What follows belongs to an exercise in optimizing a design on an open flow for small area, a short achievable clock period and few clock cycles; a production flow would make more cautious choices.
RTL that was checked went through simulation tests only; none was proved equivalent to the original.
Power and IR drop assume default switching activity.

## before
// two_source_feather_blend
module two_source_feather_blend #(
  parameter int MAX_DIM = 4096,
  parameter bit      CUT_A = 1'b1,
  parameter bit      CUT_B = 1'b1,
  parameter bit      CUT_P = 1'b1,
  parameter bit      CUT_C = 1'b1,
  parameter bit [7:0] CUT_D = 8'b1111_1111
) (
  input  logic                              clk,
  input  logic                              rst,
  input  logic                              cfg_wen,
  input  logic [tsfb_pkg::REG_IDX_W-1:0]    cfg_index,
  input  logic [tsfb_pkg::REG_DATA_W-1:0]   cfg_data,
  input  logic                              s_tvalid,
  output logic                              s_tready,
  input  logic [tsfb_pkg::IN_DATA_W-1:0]    s_tdata,
  output logic                              m_tvalid,
  input  logic                              m_tready,
  output logic [tsfb_pkg::OUT_DATA_W-1:0]   m_tdata
);
For scale: ~11000 cells after synthesis, ~1600 flip-flops, ~180 I/O pins.
Settings: LEC_CHECK=0, CAP_MARGIN=20, CORE_MARGIN=2, CORE_UTILIZATION=40, SETUP_SLACK_MARGIN=3.8, SLEW_MARGIN=20; clock period 7.5 ns.
run.sh (not shown) runs the stock make flow with config.mk's settings and CLKGATE_MAP_FILE= SYNTH_SCRIPT=/design/flow/synth_recipe.tcl, a recipe that flattens the netlist after the stock synthesis.
before: all stages complete, timing, DRC and antenna checks passed
Testbench counts of before, summed over its fixed seeds: cycles 14,976.
Inputs modified between before and after:
Settings: swapping 3.8 for 3.0 in SETUP_SLACK_MARGIN.
Results
First-pass GRT wire length: after lower than before. Wire length after detailed routing, after vs before: down by a few percent. Having completed the whole flow, after delivered a layout that passed the timing, design-rule and antenna checks. before: flow completed, timing, DRC and antenna clean. Between before and after, the length of the first detailed-routing pass in iterations is lower for before. Per the comparison of after with before, number of violations of the max-capacitance limit has remained practically unchanged; period utilization flat; total power now smaller; final worst-path setup slack about even.


fjord:
two_source_feather_blend, a different RTL version from the one above (not shown whole).
For scale: about 11000 cells after synthesis, roughly 1900 flip-flops, ~120000 µm² of cells after synthesis.
Settings: LEC_CHECK=0, CAP_MARGIN=20, CORE_MARGIN=2, CORE_UTILIZATION=55, SETUP_SLACK_MARGIN=3.7, SLEW_MARGIN=20; clock period 7.5 ns.
For amber, these inputs were changed with respect to fjord:
Settings: CORE_UTILIZATION changed from 55 to 40.
## What came out
Required arrival time at the worst endpoint in amber is 40 ps below fjord. Looking at worst-margin pin slew, amber sits above fjord. amber ends up with a wire length after detailed routing that is 8000 µm higher than in fjord. Delta (amber minus fjord): total number of tap cells saw an increase; critical path depth comparable; final weighted congestion of routability-driven global placement decreased 2.0%; final sequential cell count closely matched the old numbers; core utilization shows a reduction of 17 points. The share of the clock period used by the worst path after layout was comparable across fjord and amber.
Function was not checked in any run of this note: the RTL went through the layout flow alone.


Another version of the RTL of two_source_feather_blend (not shown whole).
Size in the first run: ~11000 cells after synthesis, about 1900 flip-flops, ~180 I/O pins, roughly 120000 µm² of cells after synthesis.
clock: 7.5 ns
lec_check: 0
cap_margin: 20
core_margin: 2
core_utilization: 50
setup_slack_margin: 4.0
slew_margin: 20
The baseline finished clean.
Testbench counts at the start, summed over its fixed seeds: cycles 15,072.
==> next run, changes <==
- ABC_AREA: unset -> 1
- CORE_UTILIZATION: 50 -> 40
- SETUP_SLACK_MARGIN: 4.0 -> 3.7
Effect:
- synthesized area went up by 14%
- worst setup slack gains 0.25 ns
- total power went up by 2.5%
- first-iteration DRC count went up by 49%
- clock skew went down by 0.018 ns
- cell count went up by 46%
- clock power hardly moves
- global-route usage went down by 4.6 points
- via count went up by 28%
- die area went up by 42%
- count of clock-buffer cells in the layout went up by 5
==> next run, changes <==
- ABC_AREA: 1 -> unset
Outcome: The changed run completed with no timing, DRC or antenna violations. First-iteration DRC count drops by well over a third. Final cell count drops by a quarter to a third. Power drops by about a fifth. Global-route usage drops by 3.2 points. Hold slack got worse by 0.028 ns. Wire length drops by about a fifth. Die area drops by roughly a tenth.


== trial 2 ==
Another version of the RTL of two_source_feather_blend (not shown whole).
For scale: about 12000 cells after synthesis, ~0.12 sq mm of cells after synthesis.
make LEC_CHECK=0 CAP_MARGIN=20 CORE_MARGIN=2 CORE_UTILIZATION=40 SETUP_SLACK_MARGIN=3.4 SLEW_MARGIN=20 finish   # period 7.5 ns
Trial 2 went all the way through synthesis, placement and routing and the layout is clean on timing, DRC and antenna.
The inputs of build 91 differ from those of trial 2 as listed below.
- swapping 3.4 for 3.7 in SETUP_SLACK_MARGIN
Notes after the runs:
Build 91 ends up with lower number of detailed-route iterations in the first pass than trial 2 does. Build 91 vs. trial 2: ratio of cells with drive above 1 in the final layout climbed 1.1 points, post-route met1 wirelength dropped 0.35%, count of plain and timing-repair buffers in the layout climbed 17, via count barely changed. Between trial 2 and build 91, the difference in met1 demand-to-capacity share in global routing is negligible. Build 91 vs trial 2 — logic depth of the worst register-to-register path rose 2. From trial 2 to build 91 the numbers moved as follows: wire length of the first global-routing pass held, critical path depth saw a decrease. Measured against each other, trial 2 and build 91 differ in routed wire length, the lower figure coming from trial 2. Build 91 vs trial 2 — sequential cell area share dropped 0.40 points.
Function was not checked in any run of this note: the RTL went through the layout flow alone.

-- port drivers added, routing unchanged --
In the flow no input, the clock included, has a driving cell. The finished layouts below were timed again as built, in two steps. Step 1 assumes that a clkbuf_16 drives the clock port and a buf_2 every other input. Step 2, shift: input delay + t, output delay - t, t = (earliest + latest rising clock arrival at the registers) / 2. This alone moves slack from input paths to output paths. a / b / c = ideal ports / drivers / drivers and shift; a / b = the first two.
| run | t, ns | slack for setup (ns) | worst register clock-pin slew, ns | worst data-port slew with drivers (ns) | cell pins on the clock port's net |
|---|---|---|---|---|---|
| before | 0.932 | 1.866 / 1.866 / 1.866 | 0.07 / 0.07 | 0.08 | 1 |
| after | 0.929 | 1.863 / 1.863 / 1.863 | 0.07 / 0.07 | 0.09 | 1 |
| fjord | 0.967 | 2.705 / 2.705 / 2.705 | 0.07 / 0.07 | 0.07 | 1 |
| amber | 0.969 | 2.694 / 2.694 / 2.694 | 0.07 / 0.07 | 0.23 | 1 |
| the first run of note 3 | 0.971 | 3.529 / 3.529 / 3.199 | 0.07 / 0.07 | 0.17 | 1 |
| the second run of note 3 | 1.004 | 3.782 / 3.726 / 3.058 | 0.07 / 0.07 | 0.20 | 1 |
| the third run of note 3 | 0.958 | 3.623 / 3.623 / 2.865 | 0.07 / 0.07 | 0.13 | 1 |
| trial 2 | 0.958 | 2.829 / 2.733 / 2.667 | 0.07 / 0.07 | 0.06 | 1 |
| build 91 | 0.970 | 2.754 / 2.659 / 2.848 | 0.07 / 0.07 | 0.06 | 1 |
After both steps setup and hold are still met in every run listed. For the third run of note 3, which loses most, drivers alone change the setup slack by 0.000 ns; drivers and shift together by -0.758 ns.
